This is an optimization exercise on Yosys and OpenROAD, whose aim is small area, a short achievable clock period and few clock cycles per item, not a production implementation.
Only simulation tests tie the RTL to the original design; equivalence was not proved.
No activity file was given, so power comes from the tool's default toggle rates.

## flow/run.sh

```bash
#!/bin/bash
# synth_recipe.tcl (not shown) runs the flow's synth.tcl, then flattens the netlist and writes it again
# the make line also repeats each setting of config.mk as NAME=value (left out here)
make -C /OpenROAD-flow-scripts/flow DESIGN_CONFIG=/design/flow/config.mk WORK_HOME=/design/flow/orfs CLKGATE_MAP_FILE= SYNTH_SCRIPT=/design/flow/synth_recipe.tcl finish
```

## flow/config.mk

```make
export PLATFORM = sky130hd
export DESIGN_NAME = axil_slave_top
export DESIGN_NICKNAME = axil_slave_top
export VERILOG_FILES = /design/flow/design.v
export SDC_FILE = /design/flow/constraint.sdc
export NUM_CORES = 4
export LEC_CHECK = 0
export CAP_MARGIN = 20
export CORE_MARGIN = 2
export CORE_UTILIZATION = 35
export CTS_CLUSTER_DIAMETER = 60
export CTS_CLUSTER_SIZE = 20
export PLACE_DENSITY = 0.55
export SETUP_SLACK_MARGIN = 2.7
export SLEW_MARGIN = 20
```

## flow/constraint.sdc

```tcl
create_clock -name core_clock -period 5.5 [get_ports {s_axi_aclk}]
set_input_delay 1.1000 -clock core_clock [delete_from_list [all_inputs] [get_ports {s_axi_aclk}]]
set_output_delay 1.1000 -clock core_clock [all_outputs]
set_load 0.01 [all_outputs]
```

## flow/design.v

```verilog
`timescale 1ns/1ns
package axil_pkg;
  typedef logic [31:0] addr_t;
  typedef logic [31:0] data_t;
  typedef logic [3:0] strb_t;
  typedef logic [1:0] resp_t;
endpackage
`timescale 1ns/1ns
package regfile_pkg;
  typedef logic [$clog2(128)-1:0] word_idx_t;
endpackage
`timescale 1ns/1ns
module axil_ctrl (
  input  logic            s_axi_aclk,
  input  logic            s_axi_aresetn,
  input  logic            awvalid,
  output logic            awready,
  input  axil_pkg::addr_t awaddr,
  input  logic            wvalid,
  output logic            wready,
  input  axil_pkg::data_t wdata,
  input  axil_pkg::strb_t wstrb,
  output logic            bvalid,
  input  logic            bready,
  output axil_pkg::resp_t bresp,
  input  logic            arvalid,
  output logic            arready,
  input  axil_pkg::addr_t araddr,
  output logic            rvalid,
  input  logic            rready,
  output axil_pkg::data_t rdata,
  output axil_pkg::resp_t rresp,
  output logic [15:0]                   mem_wr_hi_n,
  output logic [31:0]                   mem_wr_kb_n,
  output axil_pkg::data_t               mem_wr_data,
  output logic [15:0]                   mem_rd_hi,
  output logic [7:0]                    mem_rd_lo,
  input  axil_pkg::data_t               mem_rd_data
);
  localparam int BQ = 4;
  logic            aw_v, w_v;
  logic [15:0]     aw_hi_n;
  logic [7:0]      aw_lo;
  logic            aw_ok;
  axil_pkg::data_t w_data;
  axil_pkg::strb_t w_strb;
  logic [31:0]     kb_n;
  logic aw_hs, w_hs, fire, b_pop, push;
  logic aw_free, w_free;
  logic aw_v_n, w_v_n;
  logic aw_ok_in, aw_ok_n;
  logic [7:0] aw_lo_n;
  logic [3:0] w_strb_n;
  logic [BQ-1:0] cred, cred_n;
  logic [BQ-1:0] occ, occ_n;
  logic [BQ-1:0] bq, bq_n;            
  assign aw_hs    = awvalid && awready;
  assign w_hs     = wvalid && wready;
  assign fire     = aw_v && w_v;
  assign aw_free  = !aw_v || fire;
  assign w_free   = !w_v || fire;
  assign b_pop    = bvalid && bready;
  assign aw_ok_in = (awaddr < 128);
  assign aw_v_n   = aw_hs || (aw_v && !fire);
  assign w_v_n    = w_hs  || (w_v && !fire);
  assign aw_ok_n  = aw_free ? aw_ok_in : aw_ok;
  assign aw_lo_n  = aw_free ? (8'b1 << awaddr[2:0]) : aw_lo;
  assign w_strb_n = w_free ? wstrb : w_strb;
  assign push     = aw_v_n && w_v_n;
  always_comb begin
    if (aw_hs && !b_pop)      cred_n = {cred[BQ-2:0], 1'b1};
    else if (!aw_hs && b_pop) cred_n = {1'b0, cred[BQ-1:1]};
    else                      cred_n = cred;
    if (push && !b_pop)      occ_n = {occ[BQ-2:0], 1'b1};
    else if (!push && b_pop) occ_n = {1'b0, occ[BQ-1:1]};
    else                     occ_n = occ;
    bq_n = b_pop ? {1'b0, bq[BQ-1:1]} : bq;
    for (int i = 0; i < BQ; i++) begin
      if (push && (occ_n[i] && (i == BQ-1 || !occ_n[i+1]))) bq_n[i] = !aw_ok_n;
    end
  end
  always_ff @(posedge s_axi_aclk) begin
    aw_lo  <= aw_lo_n;
    aw_ok  <= aw_ok_n;
    w_strb <= w_strb_n;
  end
  always_ff @(posedge s_axi_aclk) begin
    if (!s_axi_aresetn) begin
      aw_hi_n <= '0;
      kb_n    <= '0;
      w_data <= '0;
    end else begin
      if (aw_free) aw_hi_n <= aw_ok_in ? ~(16'b1 << awaddr[6:3]) : 16'hffff;
      if (w_free) w_data <= wdata;
      for (int k = 0; k < 8; k++) begin
        for (int b = 0; b < 4; b++) begin
          kb_n[4*k+b] <= !(push && aw_lo_n[k] && w_strb_n[b]);
        end
      end
    end
  end
  always_ff @(posedge s_axi_aclk) begin
    if (!s_axi_aresetn) begin
      aw_v    <= 1'b0;
      w_v     <= 1'b0;
      awready <= 1'b1;
      wready  <= 1'b1;
      cred    <= '0;
      occ     <= '0;
      bq      <= '0;
    end else begin
      aw_v    <= aw_v_n;
      w_v     <= w_v_n;
      awready <= (!aw_v_n || w_v_n) && !cred_n[BQ-1];
      wready  <= !w_v_n || aw_v_n;
      cred    <= cred_n;
      occ     <= occ_n;
      bq      <= bq_n;
    end
  end
  assign bvalid = occ[0];
  assign bresp  = {2{bq[0]}};
  assign mem_wr_hi_n = aw_hi_n;
  assign mem_wr_kb_n = kb_n;
  assign mem_wr_data = w_data;
  logic                        m_v, s_v;
  logic [15:0]                 m_hi;
  logic [7:0]                  m_lo;
  logic                        m_ok, s_ok, in_ok, nx_ok;
  regfile_pkg::word_idx_t      s_idx, in_idx, nx_idx;
  logic ar_hs, move, out_free;
  logic m_v_n, s_v_n;
  assign ar_hs    = arvalid && arready;
  assign in_ok    = (araddr < 128);
  assign in_idx   = regfile_pkg::word_idx_t'(araddr);
  assign out_free = !rvalid || rready;
  assign move     = m_v && out_free;
  assign nx_idx   = s_v ? s_idx : in_idx;
  assign nx_ok    = s_v ? s_ok : in_ok;
  always_comb begin
    if (!m_v || move) begin
      m_v_n = s_v || ar_hs;
      s_v_n = s_v && ar_hs;
    end else begin
      m_v_n = 1'b1;
      s_v_n = s_v || ar_hs;
    end
  end
  always_ff @(posedge s_axi_aclk) begin
    if (!s_v) begin
      s_idx <= in_idx;
      s_ok  <= in_ok;
    end
  end
  always_ff @(posedge s_axi_aclk) begin
    if (!s_axi_aresetn) begin
      m_hi  <= '0;
      m_lo  <= '0;
      m_ok  <= 1'b0;
      rdata <= '0;
      rresp <= 2'b00;
    end else begin
      if (!m_v || move) begin
        m_hi  <= nx_ok ? (16'b1 << nx_idx[6:3]) : 16'b0;
        m_lo  <= 8'b1 << nx_idx[2:0];
        m_ok  <= nx_ok;
      end
      if (move) begin
        rdata <= mem_rd_data;
        rresp <= m_ok ? 2'b00 : 2'b11;
      end
    end
  end
  always_ff @(posedge s_axi_aclk) begin
    if (!s_axi_aresetn) begin
      m_v     <= 1'b0;
      s_v     <= 1'b0;
      arready <= 1'b1;
      rvalid  <= 1'b0;
    end else begin
      m_v     <= m_v_n;
      s_v     <= s_v_n;
      arready <= !(m_v_n && s_v_n);
      if (out_free) rvalid <= m_v;
    end
  end
  assign mem_rd_hi = m_hi;
  assign mem_rd_lo = m_lo;
endmodule
`timescale 1ns/1ns
module axil_word_mem (
  input  logic    s_axi_aclk,
  input  logic    s_axi_aresetn,
  input  logic [15:0]                port_wr_hi_n,
  input  logic [31:0]                port_wr_kb_n,
  input  axil_pkg::data_t            port_wr_data,
  input  logic [15:0]                port_rd_hi,
  input  logic [7:0]                 port_rd_lo,
  output axil_pkg::data_t            port_rd_data
);
  axil_pkg::data_t words [128];
  always_ff @(posedge s_axi_aclk) begin
    for (int g = 0; g < 16; g++) begin
      for (int k = 0; k < 8; k++) begin
        for (int b = 0; b < 4; b++) begin
          if (!(port_wr_hi_n[g] || port_wr_kb_n[4*k+b])) begin
            words[8*g+k][8*b +: 8] <= port_wr_data[8*b +: 8];
          end
        end
      end
    end
  end
  axil_pkg::data_t grp [16];
  always_comb begin
    for (int g = 0; g < 16; g++) begin
      grp[g] = '0;
      for (int k = 0; k < 8; k++) begin
        grp[g] = grp[g] | (words[8*g+k] & {32{port_rd_lo[k]}});
      end
    end
    port_rd_data = '0;
    for (int g = 0; g < 16; g++) begin
      port_rd_data = port_rd_data | (grp[g] & {32{port_rd_hi[g]}});
    end
  end
endmodule
`timescale 1ns/1ns
module axil_slave_top (
  input  logic            s_axi_aclk,
  input  logic            s_axi_aresetn,
  input  logic            s_axi_awvalid,
  output logic            s_axi_awready,
  input  axil_pkg::addr_t s_axi_awaddr,
  input  logic            s_axi_wvalid,
  output logic            s_axi_wready,
  input  axil_pkg::data_t s_axi_wdata,
  input  axil_pkg::strb_t s_axi_wstrb,
  output logic            s_axi_bvalid,
  input  logic            s_axi_bready,
  output axil_pkg::resp_t s_axi_bresp,
  input  logic            s_axi_arvalid,
  output logic            s_axi_arready,
  input  axil_pkg::addr_t s_axi_araddr,
  output logic            s_axi_rvalid,
  input  logic            s_axi_rready,
  output axil_pkg::data_t s_axi_rdata,
  output axil_pkg::resp_t s_axi_rresp
);
  logic [15:0]            mem_wr_hi_n;
  logic [31:0]            mem_wr_kb_n;
  axil_pkg::data_t        mem_wr_data;
  logic [15:0]            mem_rd_hi;
  logic [7:0]             mem_rd_lo;
  axil_pkg::data_t        mem_rd_data;
  axil_ctrl ctrl0 (
    .s_axi_aclk    (s_axi_aclk),
    .s_axi_aresetn (s_axi_aresetn),
    .awvalid       (s_axi_awvalid),
    .awready       (s_axi_awready),
    .awaddr        (s_axi_awaddr),
    .wvalid        (s_axi_wvalid),
    .wready        (s_axi_wready),
    .wdata         (s_axi_wdata),
    .wstrb         (s_axi_wstrb),
    .bvalid        (s_axi_bvalid),
    .bready        (s_axi_bready),
    .bresp         (s_axi_bresp),
    .arvalid       (s_axi_arvalid),
    .arready       (s_axi_arready),
    .araddr        (s_axi_araddr),
    .rvalid        (s_axi_rvalid),
    .rready        (s_axi_rready),
    .rdata         (s_axi_rdata),
    .rresp         (s_axi_rresp),
    .mem_wr_hi_n   (mem_wr_hi_n),
    .mem_wr_kb_n   (mem_wr_kb_n),
    .mem_wr_data   (mem_wr_data),
    .mem_rd_hi     (mem_rd_hi),
    .mem_rd_lo     (mem_rd_lo),
    .mem_rd_data   (mem_rd_data)
  );
  axil_word_mem mem0 (
    .s_axi_aclk    (s_axi_aclk),
    .s_axi_aresetn (s_axi_aresetn),
    .port_wr_hi_n  (mem_wr_hi_n),
    .port_wr_kb_n  (mem_wr_kb_n),
    .port_wr_data  (mem_wr_data),
    .port_rd_hi    (mem_rd_hi),
    .port_rd_lo    (mem_rd_lo),
    .port_rd_data  (mem_rd_data)
  );
endmodule
```

==> flow_results.xml, run 1 <==
<?xml version="1.0" encoding="UTF-8"?>
<metrics>
  <group name="sta">
    <metric name="timing_max_transition_violations_final" unit="">0</metric>
    <metric name="actual_slew_at_the_worst_max_slew_pin" unit="ns">1.14</metric>
    <metric name="setup_repair_after_global_routing_missed_its_margin" unit="">true</metric>
    <metric name="skew" unit="ns">0.0654</metric>
    <metric name="finalHoldViolations" unit="">0</metric>
    <metric name="portion_of_the_clock_cycle_consumed_by_the_worst_path_in_the_final_layout" unit="">0.513</metric>
    <metric name="report.final.setup_viol" unit="">0</metric>
    <metric name="achievable-frequency" unit="GHz">0.354</metric>
    <metric name="fin_ws" unit="ns">2.68</metric>
    <metric name="final.min_clock_period" unit="ns">2.82</metric>
    <metric name="setup_total_negative_slack" unit="ns">0</metric>
    <metric name="timing.slew.headroom" unit="">0.236</metric>
  </group>
  <group name="critical_path">
    <metric name="crit_path_end" unit="">s_axi_rdata[16]</metric>
    <metric name="rr_worst_depth" unit="">7</metric>
    <metric name="critical_path_cell_count" unit="">1</metric>
    <metric name="critical-path-top-delay-family" unit="">flip-flops</metric>
    <metric name="timing_worst_setup_path_type" unit="">flop to primary output</metric>
    <metric name="critical_path_cell_with_the_highest_stage_delay" unit="">dfxtp_2</metric>
    <metric name="setup.worst_path.start_class" unit="">flop</metric>
    <metric name="req_time_crit_path" unit="ns">4.40</metric>
    <metric name="cell_chain_critical_path" unit="">clkbuf_4</metric>
    <metric name="timing.critical_path.to_type" unit="">primary output</metric>
    <metric name="cp_num_buf_inv" unit="">1</metric>
    <metric name="worst_setup_path_startpoint" unit="">ctrl0.rdata[16]</metric>
    <metric name="r2r_end" unit="">ctrl0.rdata[16]</metric>
    <metric name="worstReg2RegStart" unit="">ctrl0.m_lo[4]</metric>
    <metric name="r2r_setup_slack" unit="ns">2.70</metric>
    <metric name="worst-path-max-fanout" unit="">2</metric>
    <metric name="critical-path-max-stage-delay" unit="ns">0.46</metric>
    <metric name="worst_ep_arrival_time" unit="ns">1.72</metric>
  </group>
  <group name="power_and_ir_drop">
    <metric name="power.leakage" unit="uW">0.0535</metric>
    <metric name="report.power.total" unit="uW">64000</metric>
    <metric name="pwr_density" unit="nW/um^2">371</metric>
    <metric name="ir_drop" unit="V">0.000244</metric>
  </group>
  <group name="yosys">
    <metric name="synth_area_leader_cell" unit="">edfxtp_1</metric>
    <metric name="yosysWarnings" unit="">5</metric>
    <metric name="post-synth-top-count-cell" unit="">edfxtp_1</metric>
    <metric name="synthesis.area" unit="sq um">155000</metric>
    <metric name="synth_enable_flop_cells" unit="">4096</metric>
    <metric name="yosys.cell_types.count" unit="">61</metric>
    <metric name="synthesis.instances" unit="">8813</metric>
    <metric name="synth.net_count" unit="">8922</metric>
    <metric name="synth.ff_latch_count" unit="">4275</metric>
    <metric name="synth_area_leaders" unit="">edfxtp_1, a22oi_1, dfxtp_1</metric>
    <metric name="portion_of_the_post_synthesis_area_used_by_sequential_elements" unit="">0.815</metric>
    <metric name="synth.top_cell.area_share" unit="">0.791</metric>
    <metric name="avgSynthCellArea" unit="sq um">17.6</metric>
    <metric name="netlist_top_cells_count" unit="">edfxtp_1, a22oi_1, nand4_1, nor2_1, buf_2</metric>
    <metric name="yosys_most_used_dff" unit="">edfxtp_1</metric>
    <metric name="async_flop_share" unit="">0</metric>
  </group>
  <group name="clock_tree">
    <metric name="clk_path_buf_depth" unit="">4</metric>
    <metric name="cts_sinks" unit="">4275</metric>
    <metric name="clkTransAtPathRegs" unit="ns">0.08</metric>
    <metric name="htree_levels" unit="">5</metric>
    <metric name="tritoncts" unit="">built</metric>
    <metric name="clkLatencyLatePin" unit="ns">0.95</metric>
    <metric name="numCtsBuffers" unit="">272</metric>
    <metric name="cts_root_buf" unit="">clkbuf_16</metric>
  </group>
  <group name="layout">
    <metric name="layout.nets" unit="">8888</metric>
    <metric name="flow.area_growth_from_synthesis" unit="%">10.9</metric>
    <metric name="postLayoutCellArea" unit="sq um">172000</metric>
    <metric name="finalCoreUtilization" unit="">0.390</metric>
    <metric name="layout_cell_share_with_drive_strength_beyond_1" unit="">0.0844</metric>
  </group>
  <group name="grt">
    <metric name="global_route_total_overflow" unit="">0</metric>
    <metric name="groute.usage.overall" unit="">0.211</metric>
    <metric name="wire_length_of_the_first_global_routing_pass" unit="um">679000</metric>
    <metric name="antenna_violations_before_repair" unit="">20</metric>
    <metric name="grt_pass1_vias" unit="">84500</metric>
    <metric name="maximum_number_of_pins_on_one_net_before_global_route_repair" unit="">123</metric>
  </group>
  <group name="floorplan">
    <metric name="chipHeight" unit="um">670</metric>
    <metric name="num_ports" unit="">148</metric>
    <metric name="design.core.area" unit="sq um">442000</metric>
    <metric name="die-width" unit="um">670</metric>
    <metric name="die-area" unit="sq um">449000</metric>
    <metric name="start_util" unit="">0.352</metric>
    <metric name="number_of_cell_rows" unit="">244</metric>
  </group>
  <group name="placement">
    <metric name="post_placement_setup_slack" unit="ns">1.76</metric>
    <metric name="io_buffer_count" unit="">147</metric>
    <metric name="place_hpwl" unit="um">280000</metric>
    <metric name="place.gp.congestion" unit="">0.832</metric>
    <metric name="dpl_cell_area" unit="sq um">163000</metric>
  </group>
  <group name="min_path">
    <metric name="whs_path_depth" unit="">2</metric>
    <metric name="min_path_type" unit="">flop to flop</metric>
  </group>
  <group name="route">
    <metric name="drt_first_iter_violations" unit="">13100</metric>
    <metric name="wire_length_per_cell_after_detailed_routing" unit="um">33.3</metric>
    <metric name="routed_wl" unit="um">495000</metric>
    <metric name="detail_routed_via_count_per_cell" unit="">6.00</metric>
    <metric name="detailedRoute.firstPassIterationCount" unit="">6</metric>
    <metric name="drcViolationCount" unit="">0</metric>
    <metric name="ant_nets" unit="">0</metric>
    <metric name="vias" unit="">89200</metric>
  </group>
  <group name="outcome">
    <metric name="outcome" unit="">no timing/DRC/antenna violations</metric>
  </group>
  <group name="run">
    <metric name="cap_violations" unit="">0</metric>
  </group>
</metrics>
-- registers in the layout (all words and copies together), names as in the netlist, 4 cells and up --
signal,cells
ctrl0.cred,4
ctrl0.m_hi,16
ctrl0.aw_hi_n,16
ctrl0.rdata,32
ctrl0.m_lo,8
ctrl0.s_idx,7
ctrl0.occ,4
ctrl0.bq,4
ctrl0.w_data,32
ctrl0.w_strb,4
mem0.words,4096
ctrl0.aw_lo,8
ctrl0.kb_n,32
-- worst min-delay path by stage --
stage	to	start	slack (ns)
after floorplan	ctrl0.aw_lo[4]	ctrl0.aw_lo[4]	0.42
after global placement	ctrl0.aw_lo[4]	ctrl0.aw_lo[4]	0.46
after detailed placement	ctrl0.aw_lo[4]	ctrl0.aw_lo[4]	0.45
after CTS	ctrl0.aw_lo[4]	ctrl0.aw_lo[4]	0.48
after global routing	ctrl0.aw_lo[6]	ctrl0.aw_lo[6]	0.51
final	ctrl0.aw_lo[4]	ctrl0.aw_lo[4]	0.48
-- layer usage --
layer	vias up	GRT usage	part of all wire
li1	36400	-	-
met4	4	0.0612	0.032
met2	4962	0.337	0.47
met1	47100	0.296	0.40
met5	-	0	0.000055
met3	647	0.0364	0.098
-- cells in the final DEF (no fill, tap or decap), drive strengths merged, types with 57 or more instances in the layout --
cell type / count
a22oi: 2243
buf: 257
clkbuf: 372
clkdlybuf4s50: 105
dfxtp: 179
edfxtp: 4096
inv: 57
nand2: 115
nand4: 531
nor2: 527
-- per-stage QoR --
step	std cells	hold WS, ns
floorplan	8813	0.417
finish	14900	0.476
CTS	14800	0.475
detailed placement	14400	0.449
global route	14900	0.508
global placement	14400	0.457
-- tightest hold or removal path, cell delays in order (launching register included) --
cell and delay (ns):
dfxtp_1 0.32, nand2_1 0.04, o41ai_1 0.08
-- what timing repair did --
action | in CTS | in global routing
endpoints found under the setup margin | 71 | 15
resized for setup | 189 | 8
pin swaps | 7 | 4
hold buffers | 0 | 0
gates cloned | 1 | 2
buffers inserted | 39 | 5
-- cell type report --
type | count | area, sq um
clock inverters | 79 | 911
well taps | 5904 | 7390
multi-input cells | 3825 | 25600
inverters | 21 | 78.8
flip-flops and latches | 4275 | 127000
fillers | 39900 | 269000
diodes | 12 | 30.0
repair buffers | 384 | 4130
clock buffers | 369 | 7330
-- power breakdown --
part	switching, uW	internal [uW]	total (uW)
registers	1010	38300	39300
clock network	11000	9950	20900
logic	3040	700	3740
-- logic make-up after synthesis --
group / after synthesis / share of synthesized area
compound gates: 2513 / 0.121
xor+xnor: 1 / 0.0000564
mux: 14 / 0.000926
simple gates: 1294 / 0.0425
buf+inv: 713 / 0.0208
flops: 4275 / 0.815
fa+ha+maj: 3 / 0.000225
Testbench counts, summed over its fixed seeds: cycles 16,150, transactions 16,000.
==> run 2, diff against run 1 <==
--- a/flow/config.mk
+++ b/flow/config.mk
@@ -7,9 +7,9 @@
 export LEC_CHECK = 0
 export CAP_MARGIN = 20
 export CORE_MARGIN = 2
-export CORE_UTILIZATION = 35
+export CORE_UTILIZATION = 45
 export CTS_CLUSTER_DIAMETER = 60
 export CTS_CLUSTER_SIZE = 20
-export PLACE_DENSITY = 0.55
+export PLACE_DENSITY = 0.65
 export SETUP_SLACK_MARGIN = 2.7
 export SLEW_MARGIN = 20
==> run 2 against run 1 <==
Compared with the run above:
- hold slack got worse by 0.0062 ns
- sequential share of layout area increased by 0.92 points
- utilization increased by 11 points
- clock skew increased by 0.019 ns
- clock power about the same
- non-clock buffer count decreased by 20
- die area decreased by 22%
- total power decreased by 0.73%
- cell count decreased by 9.4%
- sequential power about the same
- fmax decreased by 2.8%
- first-iteration DRC count increased by 13%
- critical endpoint is now ctrl0.rdata[20]
==> flow_results.xml, run 2 <==
<?xml version="1.0" encoding="UTF-8"?>
<metrics>
  <group name="floorplan">
    <metric name="die-width" unit="um">592</metric>
    <metric name="die-area" unit="sq um">350000</metric>
    <metric name="chipHeight" unit="um">592</metric>
    <metric name="number_of_cell_rows" unit="">215</metric>
    <metric name="num_ports" unit="">148</metric>
    <metric name="design.core.area" unit="sq um">343000</metric>
    <metric name="start_util" unit="">0.453</metric>
  </group>
  <group name="power_and_ir_drop">
    <metric name="clkPwrFrac" unit="">0.324</metric>
    <metric name="report.power.total" unit="uW">63500</metric>
    <metric name="pwr-share-seq" unit="">0.619</metric>
    <metric name="net-switching-power" unit="uW">14700</metric>
    <metric name="ir_drop" unit="V">0.000319</metric>
    <metric name="power.combinational.fraction" unit="">0.057</metric>
    <metric name="power_switching_share" unit="">0.232</metric>
    <metric name="power.leakage" unit="uW">0.0533</metric>
    <metric name="pwr_density" unit="nW/um^2">373</metric>
    <metric name="internal_power" unit="uW">48800</metric>
  </group>
  <group name="route">
    <metric name="vias" unit="">89800</metric>
    <metric name="wire_length_per_cell_after_detailed_routing" unit="um">34.6</metric>
    <metric name="detail_routed_via_count_per_cell" unit="">6.66</metric>
    <metric name="routed_wl" unit="um">466000</metric>
    <metric name="drcViolationCount" unit="">0</metric>
    <metric name="detailedRoute.firstPassIterationCount" unit="">8</metric>
    <metric name="drt_first_iter_violations" unit="">14800</metric>
    <metric name="ant_nets" unit="">0</metric>
  </group>
  <group name="yosys">
    <metric name="synth.ff_latch_count" unit="">4275</metric>
    <metric name="synth.mux.area_fraction" unit="">0.000926</metric>
    <metric name="synth-compound-area-share" unit="">0.121</metric>
    <metric name="netlist_top_cells_count" unit="">edfxtp_1, a22oi_1, nand4_1, nor2_1, buf_2</metric>
    <metric name="synth_area_leader_cell" unit="">edfxtp_1</metric>
    <metric name="yosys.cell_types.count" unit="">61</metric>
    <metric name="share_of_the_synthesized_netlist_area_taken_by_xor_and_xnor_gates" unit="">0.0000564</metric>
    <metric name="synth.net_count" unit="">8922</metric>
    <metric name="synth_enable_flop_cells" unit="">4096</metric>
    <metric name="async_flop_share" unit="">0</metric>
    <metric name="synth.top_cell.area_share" unit="">0.791</metric>
    <metric name="synthesis.instances" unit="">8813</metric>
    <metric name="synthesis.area" unit="sq um">155000</metric>
    <metric name="synthSimpleGateAreaFrac" unit="">0.0425</metric>
    <metric name="synth_area_leaders" unit="">edfxtp_1, a22oi_1, dfxtp_1</metric>
    <metric name="avgSynthCellArea" unit="sq um">17.6</metric>
    <metric name="yosys_most_used_dff" unit="">edfxtp_1</metric>
    <metric name="yosysWarnings" unit="">5</metric>
    <metric name="portion_of_the_post_synthesis_area_used_by_sequential_elements" unit="">0.815</metric>
    <metric name="synth_top_family_by_area" unit="">compound AO/OA/AOI/OAI gates</metric>
    <metric name="post-synth-top-count-cell" unit="">edfxtp_1</metric>
    <metric name="synth_adder_area_share" unit="">0.000225</metric>
  </group>
  <group name="critical_path">
    <metric name="critical-path-top-delay-family" unit="">compound AO/OA/AOI/OAI gates</metric>
    <metric name="cell_chain_critical_path" unit="">buf_16, a22oi_1, nand4_1, a222oi_1, and3_1, a31oi_1</metric>
    <metric name="worst-path-max-fanout" unit="">57</metric>
    <metric name="critical_path_cell_with_the_highest_stage_delay" unit="">a222oi_1</metric>
    <metric name="critical-path-max-stage-delay" unit="ns">1.10</metric>
    <metric name="worst_ep_arrival_time" unit="ns">3.70</metric>
    <metric name="r2r_setup_slack" unit="ns">2.60</metric>
    <metric name="timing_worst_setup_path_type" unit="">flop to flop</metric>
    <metric name="cp_num_buf_inv" unit="">1</metric>
    <metric name="setup.worst_path.start_class" unit="">flop</metric>
    <metric name="timing.critical_path.to_type" unit="">flop</metric>
    <metric name="req_time_crit_path" unit="ns">6.30</metric>
  </group>
  <group name="clock_tree">
    <metric name="tritoncts" unit="">built</metric>
    <metric name="hold_buf_count_cts" unit="">0</metric>
    <metric name="htree_levels" unit="">5</metric>
    <metric name="cts_root_buf" unit="">clkbuf_16</metric>
    <metric name="cts_sinks" unit="">4275</metric>
    <metric name="numCtsBuffers" unit="">271</metric>
    <metric name="clkTransAtPathRegs" unit="ns">0.08</metric>
    <metric name="clk_path_buf_depth" unit="">4</metric>
    <metric name="clkLatencyLatePin" unit="ns">0.95</metric>
  </group>
  <group name="layout">
    <metric name="largest_register" unit="">mem0.words</metric>
    <metric name="nFillCells" unit="">27700</metric>
    <metric name="largest_register_ffs" unit="">4096</metric>
    <metric name="layout_cell_share_with_drive_strength_beyond_1" unit="">0.0810</metric>
    <metric name="layout.cells.most_common_list" unit="">edfxtp_1, a22oi_1, nand4_1</metric>
    <metric name="layout.nets" unit="">8867</metric>
    <metric name="final_common_cell" unit="">edfxtp_1</metric>
    <metric name="flow.area_growth_from_synthesis" unit="%">9.52</metric>
  </group>
  <group name="grt">
    <metric name="groute.usage.overall" unit="">0.259</metric>
    <metric name="grt_pass1_vias" unit="">85000</metric>
    <metric name="global_route_total_overflow" unit="">0</metric>
    <metric name="antenna_violations_before_repair" unit="">28</metric>
    <metric name="maximum_number_of_pins_on_one_net_before_global_route_repair" unit="">115</metric>
    <metric name="wire_length_of_the_first_global_routing_pass" unit="um">648000</metric>
  </group>
  <group name="sta">
    <metric name="portion_of_the_clock_cycle_consumed_by_the_worst_path_in_the_final_layout" unit="">0.528</metric>
    <metric name="finalHoldViolations" unit="">0</metric>
    <metric name="achievable-frequency" unit="GHz">0.344</metric>
    <metric name="final.min_clock_period" unit="ns">2.90</metric>
    <metric name="timing_max_transition_violations_final" unit="">0</metric>
    <metric name="report.final.setup_viol" unit="">0</metric>
    <metric name="actual_slew_at_the_worst_max_slew_pin" unit="ns">1.26</metric>
    <metric name="setup_total_negative_slack" unit="ns">0</metric>
    <metric name="setup_repair_after_global_routing_missed_its_margin" unit="">false</metric>
    <metric name="skew" unit="ns">0.0844</metric>
    <metric name="timing.slew.headroom" unit="">0.162</metric>
  </group>
  <group name="placement">
    <metric name="place.gp.congestion" unit="">0.850</metric>
    <metric name="io_buffer_count" unit="">147</metric>
    <metric name="place_hpwl" unit="um">263000</metric>
  </group>
  <group name="min_path">
    <metric name="min_path_type" unit="">flop to flop</metric>
  </group>
  <group name="outcome">
    <metric name="outcome" unit="">no timing/DRC/antenna violations</metric>
  </group>
  <group name="run">
    <metric name="cap_violations" unit="">0</metric>
  </group>
</metrics>
==> run 2: repair_timing <==
item	CTS	global route
endpoints found under the setup margin	72	24
pin swaps	2	5
gates resized for setup	147	7
cloned	3	0
buffers inserted	26	15
==> run 2: power by group through the flow <==
| stage | clock network [uW] | registers, uW | logic (uW) |
|---|---|---|---|
| global route | 21700 | 39500 | 3750 |
| detailed placement | 0 | 40100 | 3500 |
| CTS | 20600 | 39300 | 3550 |
| global placement | 0 | 39900 | 3420 |
| floorplan | 0 | 39800 | 1690 |
| finish | 20600 | 39300 | 3600 |
==> run 2: layer usage <==
layer,up-vias,share of wire,track usage
li1,36400,-,-
met1,46100,0.37,0.364
met2,6347,0.46,0.397
met3,953,0.13,0.0551
met4,6,0.045,0.103
met5,-,0.000086,0
==> run 2: logic make-up after synthesis <==
kind of cell / after synthesis
flops: 4275
xor+xnor: 1
buf+inv: 713
mux: 14
fa+ha+maj: 3
compound gates: 2513
simple gates: 1294
==> run 2: area by class of cell <==
type | count | area [sq um] | area share
diodes | 10 | 25.0 | 0.000147
clock buffers | 350 | 7250 | 0.0426
clock inverters | 75 | 905 | 0.00531
inverters | 21 | 78.8 | 0.000463
multi-input cells | 3825 | 25600 | 0.150
flip-flops and latches | 4275 | 127000 | 0.745
well taps | 4557 | 5700 | 0.0335
repair buffers | 364 | 3800 | 0.0223
==> run 2: worst register-to-register path, stage by stage, from the launching register on <==
cell,delay [ns]
dfxtp_4,0.47
buf_16,0.34
a22oi_1,0.29
nand4_1,0.15
a222oi_1,1.10
and3_1,0.35
a31oi_1,0.10
==> run 2: stage by stage <==
| stage | utilization | worst slack [ns] | hold slack [ns] | cell area (sq um) | cells |
|---|---|---|---|---|---|
| 2_1_floorplan | - | 3.07 | 0.417 | 155000 | 8813 |
| 3_3_place_gp | 0.470 | 1.85 | 0.437 | 161000 | 13000 |
| 3_5_place_dp | 0.470 | 1.84 | 0.451 | 161000 | 13000 |
| 4_1_cts | 0.495 | 2.51 | 0.470 | 170000 | 13500 |
| 5_1_grt | 0.496 | 2.70 | 0.500 | 170000 | 13500 |
| 6_report | 0.496 | 2.60 | 0.469 | 170000 | 13500 |
==> run 2: final timing paths <==
| path | startpoint | end | cells after the start |
|---|---|---|---|
| setup / recovery | ctrl0.m_lo[1] | ctrl0.rdata[20] | 6 |
| hold / removal | ctrl0.aw_lo[6] | ctrl0.aw_lo[6] | 2 |
| setup reg to reg | ctrl0.m_lo[1] | ctrl0.rdata[20] | 6 |
| hold reg to reg | ctrl0.aw_lo[6] | ctrl0.aw_lo[6] | 2 |
==> run 3, diff against run 2 <==
--- a/flow/config.mk
+++ b/flow/config.mk
@@ -7,9 +7,9 @@
 export LEC_CHECK = 0
 export CAP_MARGIN = 20
 export CORE_MARGIN = 2
-export CORE_UTILIZATION = 45
+export CORE_UTILIZATION = 58
 export CTS_CLUSTER_DIAMETER = 60
 export CTS_CLUSTER_SIZE = 20
-export PLACE_DENSITY = 0.65
+export PLACE_DENSITY = 0.72
 export SETUP_SLACK_MARGIN = 2.7
 export SLEW_MARGIN = 20
==> run 3 against run 2 <==
Compared with the run above:
- hold slack improved by 0.034 ns
- still clean on timing, DRC and antenna
- largest cell class unchanged
- non-clock buffer count down 18
- setup slack worse by 0.044 ns
==> flow_results.xml, run 3 <==
<?xml version="1.0" encoding="UTF-8"?>
<metrics>
  <group name="power_and_ir_drop">
    <metric name="internal_power" unit="uW">48900</metric>
    <metric name="pwr-share-seq" unit="">0.623</metric>
    <metric name="power.leakage" unit="uW">0.0532</metric>
    <metric name="power_switching_share" unit="">0.227</metric>
    <metric name="pwr_density" unit="nW/um^2">374</metric>
    <metric name="clkPwrFrac" unit="">0.322</metric>
    <metric name="power.combinational.fraction" unit="">0.055</metric>
    <metric name="net-switching-power" unit="uW">14300</metric>
    <metric name="report.power.total" unit="uW">63300</metric>
    <metric name="ir_drop" unit="V">0.000373</metric>
  </group>
  <group name="run">
    <metric name="cap_violations" unit="">0</metric>
  </group>
  <group name="layout">
    <metric name="finalCoreUtilization" unit="">0.632</metric>
    <metric name="layout_cell_share_with_drive_strength_beyond_1" unit="">0.0800</metric>
    <metric name="layout.cells.most_common_list" unit="">edfxtp_1, a22oi_1, nand4_1</metric>
    <metric name="layout.nets" unit="">8856</metric>
    <metric name="largest_register" unit="">mem0.words</metric>
    <metric name="nFillCells" unit="">18100</metric>
    <metric name="largest_register_ffs" unit="">4096</metric>
    <metric name="final_common_cell" unit="">edfxtp_1</metric>
    <metric name="flow.area_growth_from_synthesis" unit="%">8.71</metric>
  </group>
  <group name="sta">
    <metric name="timing.slew.headroom" unit="">0.173</metric>
    <metric name="setup_repair_after_global_routing_missed_its_margin" unit="">true</metric>
    <metric name="report.final.setup_viol" unit="">0</metric>
    <metric name="setup_total_negative_slack" unit="ns">0</metric>
    <metric name="fin_worst_hold_slack" unit="ns">0.503</metric>
    <metric name="finalHoldViolations" unit="">0</metric>
    <metric name="timing_max_transition_violations_final" unit="">0</metric>
    <metric name="portion_of_the_clock_cycle_consumed_by_the_worst_path_in_the_final_layout" unit="">0.536</metric>
    <metric name="achievable-frequency" unit="GHz">0.339</metric>
    <metric name="final.min_clock_period" unit="ns">2.95</metric>
    <metric name="fin_ws" unit="ns">2.55</metric>
    <metric name="actual_slew_at_the_worst_max_slew_pin" unit="ns">1.24</metric>
    <metric name="skew" unit="ns">0.0673</metric>
  </group>
  <group name="floorplan">
    <metric name="start_util" unit="">0.582</metric>
    <metric name="die-area" unit="sq um">272000</metric>
    <metric name="design.core.area" unit="sq um">267000</metric>
    <metric name="die-width" unit="um">522</metric>
    <metric name="chipHeight" unit="um">522</metric>
    <metric name="num_ports" unit="">148</metric>
    <metric name="number_of_cell_rows" unit="">190</metric>
  </group>
  <group name="grt">
    <metric name="antenna_violations_before_repair" unit="">30</metric>
    <metric name="global_route_total_overflow" unit="">0</metric>
    <metric name="maximum_number_of_pins_on_one_net_before_global_route_repair" unit="">148</metric>
    <metric name="groute.usage.overall" unit="">0.322</metric>
    <metric name="wire_length_of_the_first_global_routing_pass" unit="um">625000</metric>
    <metric name="grt_pass1_vias" unit="">85000</metric>
  </group>
  <group name="clock_tree">
    <metric name="cts_root_buf" unit="">clkbuf_16</metric>
    <metric name="numCtsBuffers" unit="">278</metric>
    <metric name="clkTransAtPathRegs" unit="ns">0.08</metric>
    <metric name="clkLatencyLatePin" unit="ns">0.97</metric>
    <metric name="cts_sinks" unit="">4275</metric>
    <metric name="clk_path_buf_depth" unit="">4</metric>
    <metric name="tritoncts" unit="">built</metric>
    <metric name="hold_buf_count_cts" unit="">0</metric>
    <metric name="htree_levels" unit="">5</metric>
  </group>
  <group name="critical_path">
    <metric name="critical_path_cell_with_the_highest_stage_delay" unit="">dfxtp_4</metric>
    <metric name="r2r_end" unit="">ctrl0.rdata[27]</metric>
    <metric name="critical-path-max-stage-delay" unit="ns">0.48</metric>
    <metric name="r2r_setup_slack" unit="ns">2.55</metric>
    <metric name="req_time_crit_path" unit="ns">6.34</metric>
    <metric name="timing.critical_path.to_type" unit="">flop</metric>
    <metric name="worst-path-max-fanout" unit="">147</metric>
    <metric name="timing_worst_setup_path_type" unit="">flop to flop</metric>
    <metric name="rr_worst_depth" unit="">7</metric>
    <metric name="cp_common_cell" unit="">a22oi_1</metric>
    <metric name="worst_ep_arrival_time" unit="ns">3.79</metric>
    <metric name="worstReg2RegStart" unit="">ctrl0.m_lo[7]</metric>
    <metric name="cell_chain_critical_path" unit="">buf_4, buf_16, a22oi_1, nand4_1, a22oi_1, and4_1, a31oi_1</metric>
    <metric name="setup.worst_path.start_class" unit="">flop</metric>
  </group>
  <group name="route">
    <metric name="drt_first_iter_violations" unit="">15600</metric>
    <metric name="drcViolationCount" unit="">0</metric>
    <metric name="detailedRoute.firstPassIterationCount" unit="">6</metric>
    <metric name="routed_wl" unit="um">449000</metric>
    <metric name="ant_nets" unit="">0</metric>
    <metric name="vias" unit="">89800</metric>
    <metric name="detail_routed_via_count_per_cell" unit="">7.21</metric>
    <metric name="wire_length_per_cell_after_detailed_routing" unit="um">36.1</metric>
  </group>
  <group name="yosys">
    <metric name="yosysWarnings" unit="">5</metric>
    <metric name="post-synth-top-count-cell" unit="">edfxtp_1</metric>
    <metric name="synth.mux.area_fraction" unit="">0.000926</metric>
    <metric name="synth_enable_flop_cells" unit="">4096</metric>
    <metric name="yosys.cell_types.count" unit="">61</metric>
    <metric name="synthesis.area" unit="sq um">155000</metric>
    <metric name="synth.top_cell.area_share" unit="">0.791</metric>
    <metric name="synth_area_leader_cell" unit="">edfxtp_1</metric>
    <metric name="synth.net_count" unit="">8922</metric>
    <metric name="synth_top_family_by_area" unit="">compound AO/OA/AOI/OAI gates</metric>
    <metric name="share_of_the_synthesized_netlist_area_taken_by_xor_and_xnor_gates" unit="">0.0000564</metric>
    <metric name="async_flop_share" unit="">0</metric>
    <metric name="netlist_top_cells_count" unit="">edfxtp_1, a22oi_1, nand4_1, nor2_1, buf_2</metric>
    <metric name="synthesis.instances" unit="">8813</metric>
    <metric name="synth_area_leaders" unit="">edfxtp_1, a22oi_1, dfxtp_1</metric>
    <metric name="synth_adder_area_share" unit="">0.000225</metric>
    <metric name="synthSimpleGateAreaFrac" unit="">0.0425</metric>
    <metric name="portion_of_the_post_synthesis_area_used_by_sequential_elements" unit="">0.815</metric>
    <metric name="synth-compound-area-share" unit="">0.121</metric>
    <metric name="yosys_most_used_dff" unit="">edfxtp_1</metric>
    <metric name="avgSynthCellArea" unit="sq um">17.6</metric>
    <metric name="synth.ff_latch_count" unit="">4275</metric>
  </group>
  <group name="min_path">
    <metric name="whs_path_depth" unit="">2</metric>
    <metric name="min_path_type" unit="">flop to flop</metric>
    <metric name="min_from" unit="">ctrl0.aw_lo[1]</metric>
    <metric name="min_to" unit="">ctrl0.aw_lo[1]</metric>
  </group>
  <group name="placement">
    <metric name="place_hpwl" unit="um">250000</metric>
    <metric name="place.gp.congestion" unit="">0.854</metric>
    <metric name="post_placement_setup_slack" unit="ns">2.06</metric>
    <metric name="io_buffer_count" unit="">147</metric>
  </group>
  <group name="outcome">
    <metric name="outcome" unit="">no timing/DRC/antenna violations</metric>
  </group>
</metrics>
## run 3: cell counts after synthesis
Identical to the previous run, type by type.
## run 3: metrics by stage
stage	cells	instance area, sq um
floorplan	8813	155000
detailed placement	12000	160000
global route	12400	169000
CTS	12400	169000
global placement	12000	160000
finish	12400	169000
## run 3: area by class of cell
type                            instances  area, sq um  share of cell area
Tap cell                             3552         4440              0.0263
Clock inverter                         56          617             0.00365
Inverter                               21         78.8            0.000467
Timing Repair Buffer                  346         3830              0.0227
Clock buffer                          355         7420              0.0439
Sequential cell                      4275       127000               0.751
Multi-Input combinational cell       3825        25600               0.152
Antenna cell                           16         40.0            0.000237
## run 3: cell families (layout without fill, tap and decap cells)
family	after synthesis	count (layout)
buffers and inverters	713	778
AOI/OAI and AO/OA	2513	2513
DFF	4275	4275
other	0	16
and+or+nand+nor	1294	1294
muxes	14	14
xor gates and xnor gates	1	1
adders and majority gates	3	3
## run 3: what timing repair did
action                                 4_1_cts  5_1_grt
gates cloned                                 4        4
buffers inserted                            22       10
gates resized for setup                    158       19
setup endpoints to repair                   89       16
pin swaps                                    4       12
endpoints found under the hold margin        0        0
## run 3: worst max path at each step
| stage | start | to | slack, ns |
|---|---|---|---|
| 3_5_place_dp | s_axi_araddr[29] | ctrl0.m_hi[6] | 2.06 |
| 6_report | ctrl0.m_lo[7] | ctrl0.rdata[27] | 2.55 |
| 3_3_place_gp | s_axi_awaddr[31] | ctrl0.aw_hi_n[1] | 2.07 |
| 2_1_floorplan | s_axi_awaddr[28] | ctrl0.aw_hi_n[0] | 3.07 |
| 4_1_cts | ctrl0.rdata[0] | s_axi_rdata[0] | 2.65 |
| 5_1_grt | ctrl0.m_lo[5] | ctrl0.rdata[16] | 2.68 |
## run 3: power groups by stage
stage / logic (uW) / clock network [uW] / registers [uW]
6_report: 3480 / 20400 / 39400
5_1_grt: 3630 / 21500 / 39600
4_1_cts: 3400 / 20400 / 39400
3_5_place_dp: 3350 / 0 / 40100
3_3_place_gp: 3280 / 0 / 40000
2_1_floorplan: 1690 / 0 / 39800
## run 3: metal layers
| metal | track usage | part of all wire |
|---|---|---|
| met1 | 0.448 | 0.35 |
| met2 | 0.486 | 0.46 |
| met3 | 0.0842 | 0.14 |
| met4 | 0.136 | 0.049 |
| met5 | 0 | 0.00025 |
## run 3: worst max-delay path: cells and delay by family (launching register included)
family | cells | cell delay (ns)
and+or+nand+nor | 2 | 0.66
DFF | 1 | 0.48
buffers and inverters | 2 | 0.43
AOI/OAI and AO/OA | 3 | 0.95
==> run 4, diff against run 3 <==
--- a/flow/config.mk
+++ b/flow/config.mk
@@ -7,9 +7,9 @@
 export LEC_CHECK = 0
 export CAP_MARGIN = 20
 export CORE_MARGIN = 2
-export CORE_UTILIZATION = 58
+export CORE_UTILIZATION = 30
 export CTS_CLUSTER_DIAMETER = 60
 export CTS_CLUSTER_SIZE = 20
-export PLACE_DENSITY = 0.72
+export PLACE_DENSITY = 0.5
 export SETUP_SLACK_MARGIN = 2.7
 export SLEW_MARGIN = 20
==> run 4 against run 3 <==
Compared with the run above:
- register-to-register slack got worse by 0.13 ns
- critical endpoint is now ctrl0.rdata[16]
- hold slack worse by 0.015 ns
- combinational power increased by 12%
- sequential power about the same
- synthesized cell count is the same
- largest power group unchanged
- global-route usage shrank 13 points
==> flow_results.xml, run 4 <==
<?xml version="1.0" encoding="UTF-8"?>
<metrics>
  <group name="layout">
    <metric name="final_common_cell" unit="">edfxtp_1</metric>
    <metric name="largest_register_ffs" unit="">4096</metric>
    <metric name="multi_input_area" unit="sq um">25700</metric>
    <metric name="finalCoreUtilization" unit="">0.342</metric>
    <metric name="final-seq-area" unit="sq um">127000</metric>
    <metric name="flow.area_growth_from_synthesis" unit="%">13.6</metric>
    <metric name="largest_register" unit="">mem0.words</metric>
    <metric name="postLayoutCellArea" unit="sq um">177000</metric>
    <metric name="layout.nets" unit="">8990</metric>
    <metric name="layout_cell_share_with_drive_strength_beyond_1" unit="">0.107</metric>
    <metric name="layout.cells.most_common_list" unit="">edfxtp_1, a22oi_1, nand4_1</metric>
    <metric name="nFillCells" unit="">48400</metric>
  </group>
  <group name="sta">
    <metric name="setup_total_negative_slack" unit="ns">0</metric>
    <metric name="timing_max_transition_violations_final" unit="">0</metric>
    <metric name="skew" unit="ns">0.0375</metric>
    <metric name="setup_repair_after_global_routing_missed_its_margin" unit="">true</metric>
    <metric name="actual_slew_at_the_worst_max_slew_pin" unit="ns">1.22</metric>
    <metric name="achievable-frequency" unit="GHz">0.325</metric>
    <metric name="timing.slew.headroom" unit="">0.183</metric>
    <metric name="portion_of_the_clock_cycle_consumed_by_the_worst_path_in_the_final_layout" unit="">0.560</metric>
    <metric name="finalHoldViolations" unit="">0</metric>
    <metric name="final.min_clock_period" unit="ns">3.08</metric>
    <metric name="report.final.setup_viol" unit="">0</metric>
  </group>
  <group name="yosys">
    <metric name="synth.ff_latch_count" unit="">4275</metric>
    <metric name="netlist_top_cells_count" unit="">edfxtp_1, a22oi_1, nand4_1, nor2_1, buf_2</metric>
    <metric name="synth.net_count" unit="">8922</metric>
    <metric name="synthesis.area" unit="sq um">155000</metric>
    <metric name="portion_of_the_post_synthesis_area_used_by_sequential_elements" unit="">0.815</metric>
    <metric name="synth_area_leader_cell" unit="">edfxtp_1</metric>
    <metric name="post-synth-top-count-cell" unit="">edfxtp_1</metric>
    <metric name="synth.top_cell.area_share" unit="">0.791</metric>
    <metric name="synth_area_leaders" unit="">edfxtp_1, a22oi_1, dfxtp_1</metric>
    <metric name="yosys.cell_types.count" unit="">61</metric>
    <metric name="synth_enable_flop_cells" unit="">4096</metric>
    <metric name="yosysWarnings" unit="">5</metric>
    <metric name="avgSynthCellArea" unit="sq um">17.6</metric>
    <metric name="async_flop_share" unit="">0</metric>
    <metric name="yosys_most_used_dff" unit="">edfxtp_1</metric>
    <metric name="synthesis.instances" unit="">8813</metric>
  </group>
  <group name="critical_path">
    <metric name="worst_ep_arrival_time" unit="ns">3.89</metric>
    <metric name="setup.worst_path.start_class" unit="">flop</metric>
    <metric name="r2r_setup_slack" unit="ns">2.42</metric>
    <metric name="req_time_crit_path" unit="ns">6.31</metric>
    <metric name="rr_worst_depth" unit="">7</metric>
    <metric name="timing.critical_path.to_type" unit="">flop</metric>
    <metric name="worst-path-max-fanout" unit="">48</metric>
    <metric name="worstReg2RegStart" unit="">ctrl0.m_lo[0]</metric>
    <metric name="r2r_end" unit="">ctrl0.rdata[16]</metric>
    <metric name="timing_worst_setup_path_type" unit="">flop to flop</metric>
  </group>
  <group name="grt">
    <metric name="grt_pass1_vias" unit="">86600</metric>
    <metric name="groute.usage.overall" unit="">0.193</metric>
    <metric name="antenna_violations_before_repair" unit="">33</metric>
    <metric name="wire_length_of_the_first_global_routing_pass" unit="um">717000</metric>
    <metric name="global_route_total_overflow" unit="">0</metric>
    <metric name="maximum_number_of_pins_on_one_net_before_global_route_repair" unit="">113</metric>
  </group>
  <group name="floorplan">
    <metric name="die-width" unit="um">724</metric>
    <metric name="die-area" unit="sq um">524000</metric>
    <metric name="chipHeight" unit="um">724</metric>
    <metric name="start_util" unit="">0.301</metric>
    <metric name="design.core.area" unit="sq um">516000</metric>
    <metric name="number_of_cell_rows" unit="">264</metric>
    <metric name="num_ports" unit="">148</metric>
  </group>
  <group name="power_and_ir_drop">
    <metric name="ir_drop" unit="V">0.000282</metric>
    <metric name="pwr_density" unit="nW/um^2">377</metric>
    <metric name="power.leakage" unit="uW">0.0549</metric>
  </group>
  <group name="placement">
    <metric name="place_hpwl" unit="um">297000</metric>
    <metric name="place.gp.congestion" unit="">0.813</metric>
    <metric name="dpl_cell_area" unit="sq um">165000</metric>
    <metric name="io_buffer_count" unit="">147</metric>
  </group>
  <group name="outcome">
    <metric name="outcome" unit="">no timing/DRC/antenna violations</metric>
  </group>
  <group name="clock_tree">
    <metric name="clk_path_buf_depth" unit="">4</metric>
    <metric name="hold_buf_count_cts" unit="">0</metric>
    <metric name="htree_levels" unit="">5</metric>
    <metric name="cts_sinks" unit="">4275</metric>
    <metric name="cts_root_buf" unit="">clkbuf_16</metric>
    <metric name="clkTransAtPathRegs" unit="ns">0.08</metric>
    <metric name="clkLatencyLatePin" unit="ns">0.96</metric>
    <metric name="numCtsBuffers" unit="">306</metric>
    <metric name="tritoncts" unit="">built</metric>
  </group>
  <group name="run">
    <metric name="cap_violations" unit="">0</metric>
  </group>
  <group name="route">
    <metric name="wire_length_per_cell_after_detailed_routing" unit="um">33.0</metric>
    <metric name="routed_wl" unit="um">528000</metric>
    <metric name="vias" unit="">90400</metric>
    <metric name="drcViolationCount" unit="">0</metric>
    <metric name="detail_routed_via_count_per_cell" unit="">5.64</metric>
    <metric name="drt_first_iter_violations" unit="">12200</metric>
    <metric name="ant_nets" unit="">0</metric>
    <metric name="detailedRoute.firstPassIterationCount" unit="">6</metric>
  </group>
  <group name="min_path">
    <metric name="min_to" unit="">ctrl0.aw_lo[6]</metric>
    <metric name="whs_path_depth" unit="">2</metric>
    <metric name="min_from" unit="">ctrl0.aw_lo[6]</metric>
    <metric name="min_path_type" unit="">flop to flop</metric>
  </group>
</metrics>
[run 4: cell families (layout without fill, tap and decap cells)]
family | count (synthesis) | count (layout) | share of synthesized area
AND/OR/NAND/NOR | 1294 | 1294 | 0.0425
AO/OA/AOI/OAI | 2513 | 2513 | 0.121
buffers and inverters | 713 | 997 | 0.0208
XOR/XNOR | 1 | 1 | 0.0000564
adder cells (fa/ha/maj) | 3 | 3 | 0.000225
other | 0 | 11 | 0
multiplexers | 14 | 14 | 0.000926
flip-flops | 4275 | 4275 | 0.815
[run 4: worst max-delay path, cell delays in order, from the launching register on]
cell      delay [ns]
dfxtp_4         0.41
buf_12          0.19
buf_12          0.26
a22oi_1         0.24
nand4_1         0.21
a222oi_1        1.10
and3_1          0.28
a31oi_1         0.10
[run 4: report_power, final]
part | switching [uW] | internal [uW] | total (uW)
Combinational | 3150 | 755 | 3900
Clock | 11900 | 11400 | 23400
Sequential | 1030 | 38300 | 39300
[run 4: worst max path at each step]
stage	startpoint	slack [ns]	depth (start not counted)	endpoint
4_1_cts	ctrl0.rdata[21]	2.44	1	s_axi_rdata[21]
3_3_place_gp	s_axi_araddr[19]	1.70	6	ctrl0.m_hi[4]
2_1_floorplan	s_axi_awaddr[28]	3.07	5	ctrl0.aw_hi_n[0]
3_5_place_dp	s_axi_araddr[19]	1.74	6	ctrl0.m_hi[9]
5_1_grt	ctrl0.m_lo[0]	2.63	7	ctrl0.rdata[16]
6_report	ctrl0.m_lo[0]	2.42	7	ctrl0.rdata[16]
[run 4: repair_timing]
action                     4_1_cts  5_1_grt
setup endpoints to repair       73       15
resized for setup              236       35
buffers inserted                48       16
hold endpoints to repair         0        0
cloned                          18        7
pin swaps                       15       18
[run 4: area by class of cell]
type	count	area share
flip-flops and latches	4275	0.719
multi-input cells	3825	0.145
well taps	6916	0.0490
clock buffers	358	0.0462
repair buffers	452	0.0303
clock inverters	166	0.00982
inverters	21	0.000446
diodes	11	0.000156
[run 4: metrics by stage]
step | hold slack [ns] | power [uW] | worst slack, ns | cells
3_3_place_gp | 0.451 | 43600 | 1.70 | 15400
5_1_grt | 0.504 | 68400 | 2.63 | 16000
4_1_cts | 0.491 | 66900 | 2.44 | 16000
3_5_place_dp | 0.465 | 43800 | 1.74 | 15400
2_1_floorplan | 0.417 | 41400 | 3.07 | 8813
6_report | 0.488 | 66600 | 2.42 | 16000
[run 4: metal layers]
| layer | wire length (um) | share of wire | GRT usage | vias to the layer above |
|---|---|---|---|---|
| met5 | 125 | 0.00024 | 0 | - |
| met4 | 14800 | 0.028 | 0.0515 | 18 |
| met3 | 51400 | 0.097 | 0.0373 | 701 |
| met2 | 238000 | 0.45 | 0.297 | 4822 |
| met1 | 224000 | 0.42 | 0.278 | 48100 |
| li1 | - | - | - | 36700 |
==> run 5, diff against run 4 <==
--- a/flow/config.mk
+++ b/flow/config.mk
@@ -7,9 +7,9 @@
 export LEC_CHECK = 0
 export CAP_MARGIN = 20
 export CORE_MARGIN = 2
-export CORE_UTILIZATION = 30
+export CORE_UTILIZATION = 35
 export CTS_CLUSTER_DIAMETER = 60
 export CTS_CLUSTER_SIZE = 20
-export PLACE_DENSITY = 0.5
-export SETUP_SLACK_MARGIN = 2.7
+export PLACE_DENSITY = 0.55
+export SETUP_SLACK_MARGIN = 3.0
 export SLEW_MARGIN = 20
==> run 5 against run 4 <==
Compared with the run above:
- still clean on timing, DRC and antenna
- first-iteration DRC count increased by 23%
- global-route usage increased by 3.4 points
- sequential share of layout area decreased by 0.59 points
- largest cell class unchanged
==> flow_results.xml, run 5 <==
<?xml version="1.0" encoding="UTF-8"?>
<metrics>
  <group name="outcome">
    <metric name="outcome" unit="">no timing/DRC/antenna violations</metric>
  </group>
  <group name="layout">
    <metric name="layout.cells.most_common_list" unit="">edfxtp_1, a22oi_1, nand4_1</metric>
    <metric name="largest_register_ffs" unit="">4096</metric>
    <metric name="layout_cell_share_with_drive_strength_beyond_1" unit="">0.130</metric>
    <metric name="layout.nets" unit="">9114</metric>
    <metric name="largest_register" unit="">mem0.words</metric>
    <metric name="final_common_cell" unit="">edfxtp_1</metric>
    <metric name="flow.area_growth_from_synthesis" unit="%">14.6</metric>
    <metric name="postLayoutCellArea" unit="sq um">178000</metric>
  </group>
  <group name="sta">
    <metric name="final.min_clock_period" unit="ns">2.77</metric>
    <metric name="report.final.setup_viol" unit="">0</metric>
    <metric name="skew" unit="ns">0.0715</metric>
    <metric name="timing_max_transition_violations_final" unit="">0</metric>
    <metric name="timing.slew.headroom" unit="">0.192</metric>
    <metric name="portion_of_the_clock_cycle_consumed_by_the_worst_path_in_the_final_layout" unit="">0.503</metric>
    <metric name="setup_total_negative_slack" unit="ns">0</metric>
    <metric name="fin_worst_hold_slack" unit="ns">0.474</metric>
    <metric name="finalHoldViolations" unit="">0</metric>
    <metric name="setup_repair_after_global_routing_missed_its_margin" unit="">true</metric>
    <metric name="actual_slew_at_the_worst_max_slew_pin" unit="ns">1.21</metric>
    <metric name="achievable-frequency" unit="GHz">0.361</metric>
  </group>
  <group name="min_path">
    <metric name="min_to" unit="">ctrl0.aw_lo[4]</metric>
    <metric name="whs_path_depth" unit="">2</metric>
    <metric name="min_path_type" unit="">flop to flop</metric>
    <metric name="min_from" unit="">ctrl0.aw_lo[4]</metric>
  </group>
  <group name="yosys">
    <metric name="share_of_the_synthesized_netlist_area_taken_by_xor_and_xnor_gates" unit="">0.0000564</metric>
    <metric name="synth_adder_area_share" unit="">0.000225</metric>
    <metric name="synth.mux.area_fraction" unit="">0.000926</metric>
    <metric name="synth_area_leader_cell" unit="">edfxtp_1</metric>
    <metric name="yosys_most_used_dff" unit="">edfxtp_1</metric>
    <metric name="synthesis.area" unit="sq um">155000</metric>
    <metric name="yosysWarnings" unit="">5</metric>
    <metric name="synth_enable_flop_cells" unit="">4096</metric>
    <metric name="synth.net_count" unit="">8922</metric>
    <metric name="netlist_top_cells_count" unit="">edfxtp_1, a22oi_1, nand4_1, nor2_1, buf_2</metric>
    <metric name="synth_top_family_by_area" unit="">compound AO/OA/AOI/OAI gates</metric>
    <metric name="async_flop_share" unit="">0</metric>
    <metric name="portion_of_the_post_synthesis_area_used_by_sequential_elements" unit="">0.815</metric>
    <metric name="synthesis.instances" unit="">8813</metric>
    <metric name="synth.ff_latch_count" unit="">4275</metric>
    <metric name="synth-compound-area-share" unit="">0.121</metric>
    <metric name="synth.top_cell.area_share" unit="">0.791</metric>
    <metric name="synthSimpleGateAreaFrac" unit="">0.0425</metric>
    <metric name="post-synth-top-count-cell" unit="">edfxtp_1</metric>
    <metric name="synth_area_leaders" unit="">edfxtp_1, a22oi_1, dfxtp_1</metric>
    <metric name="yosys.cell_types.count" unit="">61</metric>
    <metric name="avgSynthCellArea" unit="sq um">17.6</metric>
  </group>
  <group name="critical_path">
    <metric name="r2r_end" unit="">ctrl0.rdata[25]</metric>
    <metric name="timing_worst_setup_path_type" unit="">flop to flop</metric>
    <metric name="setup.worst_path.start_class" unit="">flop</metric>
    <metric name="worst_ep_arrival_time" unit="ns">3.60</metric>
    <metric name="r2r_setup_slack" unit="ns">2.73</metric>
    <metric name="worst-path-max-fanout" unit="">17</metric>
    <metric name="req_time_crit_path" unit="ns">6.33</metric>
    <metric name="timing.critical_path.to_type" unit="">flop</metric>
    <metric name="worstReg2RegStart" unit="">ctrl0.m_lo[2]</metric>
    <metric name="rr_worst_depth" unit="">8</metric>
  </group>
  <group name="power_and_ir_drop">
    <metric name="ir_drop" unit="V">0.000246</metric>
    <metric name="pwr_density" unit="nW/um^2">362</metric>
    <metric name="power.leakage" unit="uW">0.0559</metric>
    <metric name="report.power.total" unit="uW">64500</metric>
  </group>
  <group name="clock_tree">
    <metric name="clk_path_buf_depth" unit="">4</metric>
    <metric name="hold_buf_count_cts" unit="">0</metric>
    <metric name="tritoncts" unit="">built</metric>
    <metric name="cts_sinks" unit="">4275</metric>
    <metric name="htree_levels" unit="">5</metric>
    <metric name="clkLatencyLatePin" unit="ns">0.96</metric>
    <metric name="cts_root_buf" unit="">clkbuf_16</metric>
    <metric name="numCtsBuffers" unit="">272</metric>
    <metric name="clkTransAtPathRegs" unit="ns">0.09</metric>
  </group>
  <group name="grt">
    <metric name="global_route_total_overflow" unit="">0</metric>
    <metric name="maximum_number_of_pins_on_one_net_before_global_route_repair" unit="">113</metric>
    <metric name="wire_length_of_the_first_global_routing_pass" unit="um">719000</metric>
    <metric name="antenna_violations_before_repair" unit="">30</metric>
    <metric name="groute.usage.overall" unit="">0.227</metric>
    <metric name="grt_pass1_vias" unit="">86200</metric>
  </group>
  <group name="route">
    <metric name="routed_wl" unit="um">537000</metric>
    <metric name="ant_nets" unit="">0</metric>
    <metric name="drt_first_iter_violations" unit="">15000</metric>
    <metric name="vias" unit="">92500</metric>
    <metric name="drcViolationCount" unit="">0</metric>
    <metric name="detailedRoute.firstPassIterationCount" unit="">6</metric>
    <metric name="detail_routed_via_count_per_cell" unit="">6.13</metric>
    <metric name="wire_length_per_cell_after_detailed_routing" unit="um">35.6</metric>
  </group>
  <group name="floorplan">
    <metric name="start_util" unit="">0.352</metric>
    <metric name="num_ports" unit="">148</metric>
    <metric name="die-area" unit="sq um">449000</metric>
    <metric name="die-width" unit="um">670</metric>
    <metric name="design.core.area" unit="sq um">442000</metric>
    <metric name="chipHeight" unit="um">670</metric>
    <metric name="number_of_cell_rows" unit="">244</metric>
  </group>
  <group name="placement">
    <metric name="io_buffer_count" unit="">147</metric>
    <metric name="place_hpwl" unit="um">280000</metric>
    <metric name="place.gp.congestion" unit="">0.832</metric>
    <metric name="dpl_cell_area" unit="sq um">163000</metric>
  </group>
  <group name="run">
    <metric name="cap_violations" unit="">0</metric>
  </group>
</metrics>
-- run 5: worst max-delay path by stage --
stage | cells past startpoint | end | startpoint | slack, ns
after floorplan | 5 | ctrl0.aw_hi_n[0] | s_axi_awaddr[28] | 3.07
after global placement | 6 | ctrl0.m_hi[2] | s_axi_araddr[13] | 1.72
after detailed placement | 6 | ctrl0.m_hi[4] | s_axi_araddr[13] | 1.76
after CTS | 1 | s_axi_rdata[16] | ctrl0.rdata[16] | 2.76
after global routing | 7 | ctrl0.rdata[14] | ctrl0.m_lo[2] | 2.80
final | 8 | ctrl0.rdata[25] | ctrl0.m_lo[2] | 2.73
-- run 5: logic make-up (layout without fill, tap and decap cells) --
| logic type | after synthesis | in the layout |
|---|---|---|
| AOI/OAI and AO/OA | 2513 | 2514 |
| DFF | 4275 | 4275 |
| muxes | 14 | 14 |
| xor gates and xnor gates | 1 | 1 |
| buffers and inverters | 713 | 1078 |
| and+or+nand+nor | 1294 | 1294 |
| other | 0 | 11 |
| adders and majority gates | 3 | 3 |
-- run 5: cell type report --
class	instances	area, sq um
clock buffers	369	7330
flip-flops and latches	4275	127000
repair buffers	609	8910
clock inverters	79	911
well taps	5904	7390
multi-input cells	3826	26500
inverters	21	78.8
diodes	11	27.5
fillers	39300	264000
-- run 5: power breakdown --
group | internal [uW] | total (uW) | switching (uW) | leakage, uW
clock network | 9950 | 21000 | 11000 | 0.00400
registers | 38300 | 39300 | 1030 | 0.0413
logic | 919 | 4160 | 3240 | 0.0106
-- run 5: critical path: stages (launching register included) --
cell and delay (ns):
dfxtp_4 0.43, buf_4 0.17, buf_12 0.13, buf_16 0.16
a22oi_2 0.18, nand4_1 0.26, a222oi_1 0.82, and3_1 0.34
a31oi_1 0.11
-- run 5: what timing repair did --
item	CTS	global route
resized for setup	580	170
setup buffers	150	41
pin swaps	94	128
endpoints found under the setup margin	132	84
cloned	64	20
-- run 5: through the flow --
| stage | setup WS (ns) | utilization | std cells |
|---|---|---|---|
| floorplan | 3.07 | - | 8813 |
| global placement | 1.72 | 0.370 | 14400 |
| detailed placement | 1.76 | 0.370 | 14400 |
| CTS | 2.76 | 0.400 | 15000 |
| global route | 2.80 | 0.403 | 15100 |
| finish | 2.73 | 0.403 | 15100 |
-- run 5: routing by layer --
| metal | vias up | track usage | part of all wire |
|---|---|---|---|
| li1 | 36900 | - | - |
| met1 | 48600 | 0.321 | 0.39 |
| met2 | 6140 | 0.349 | 0.45 |
| met3 | 854 | 0.0438 | 0.12 |
| met4 | 10 | 0.0776 | 0.042 |
| met5 | - | 0 | 0.00010 |

==> re-timing with driven ports <==
Ports are ideal in the flow. The routed layouts listed here were re-timed in OpenROAD.
Step 1, drivers: a clkbuf_16 drives s_axi_aclk and a buf_2 each remaining input, both assumed.
Step 2 also shifts input and output timing later by t, the mid clock arrival at the registers, as if the neighbouring blocks saw the same clock.
Slacks: ideal ports / drivers / drivers and shift; pairs: ideal ports / drivers.
run | t (ns) | slack for setup (ns) | worst setup path after step 2
run 1 | 1.033 | 2.677 / 2.561 / 1.868 | input to register
run 2 | 1.011 | 2.596 / 2.596 / 1.967 | input to register
run 3 | 1.043 | 2.551 / 2.551 / 2.084 | input to register
run 4 | 1.050 | 2.421 / 2.421 / 2.100 | input to register
run 5 | 1.044 | 2.733 / 2.714 / 2.091 | input to register
After both steps every run listed still meets setup and hold. The setup slack of run 1, which loses most, moves by -0.116 ns with the drivers and by -0.809 ns with both steps.
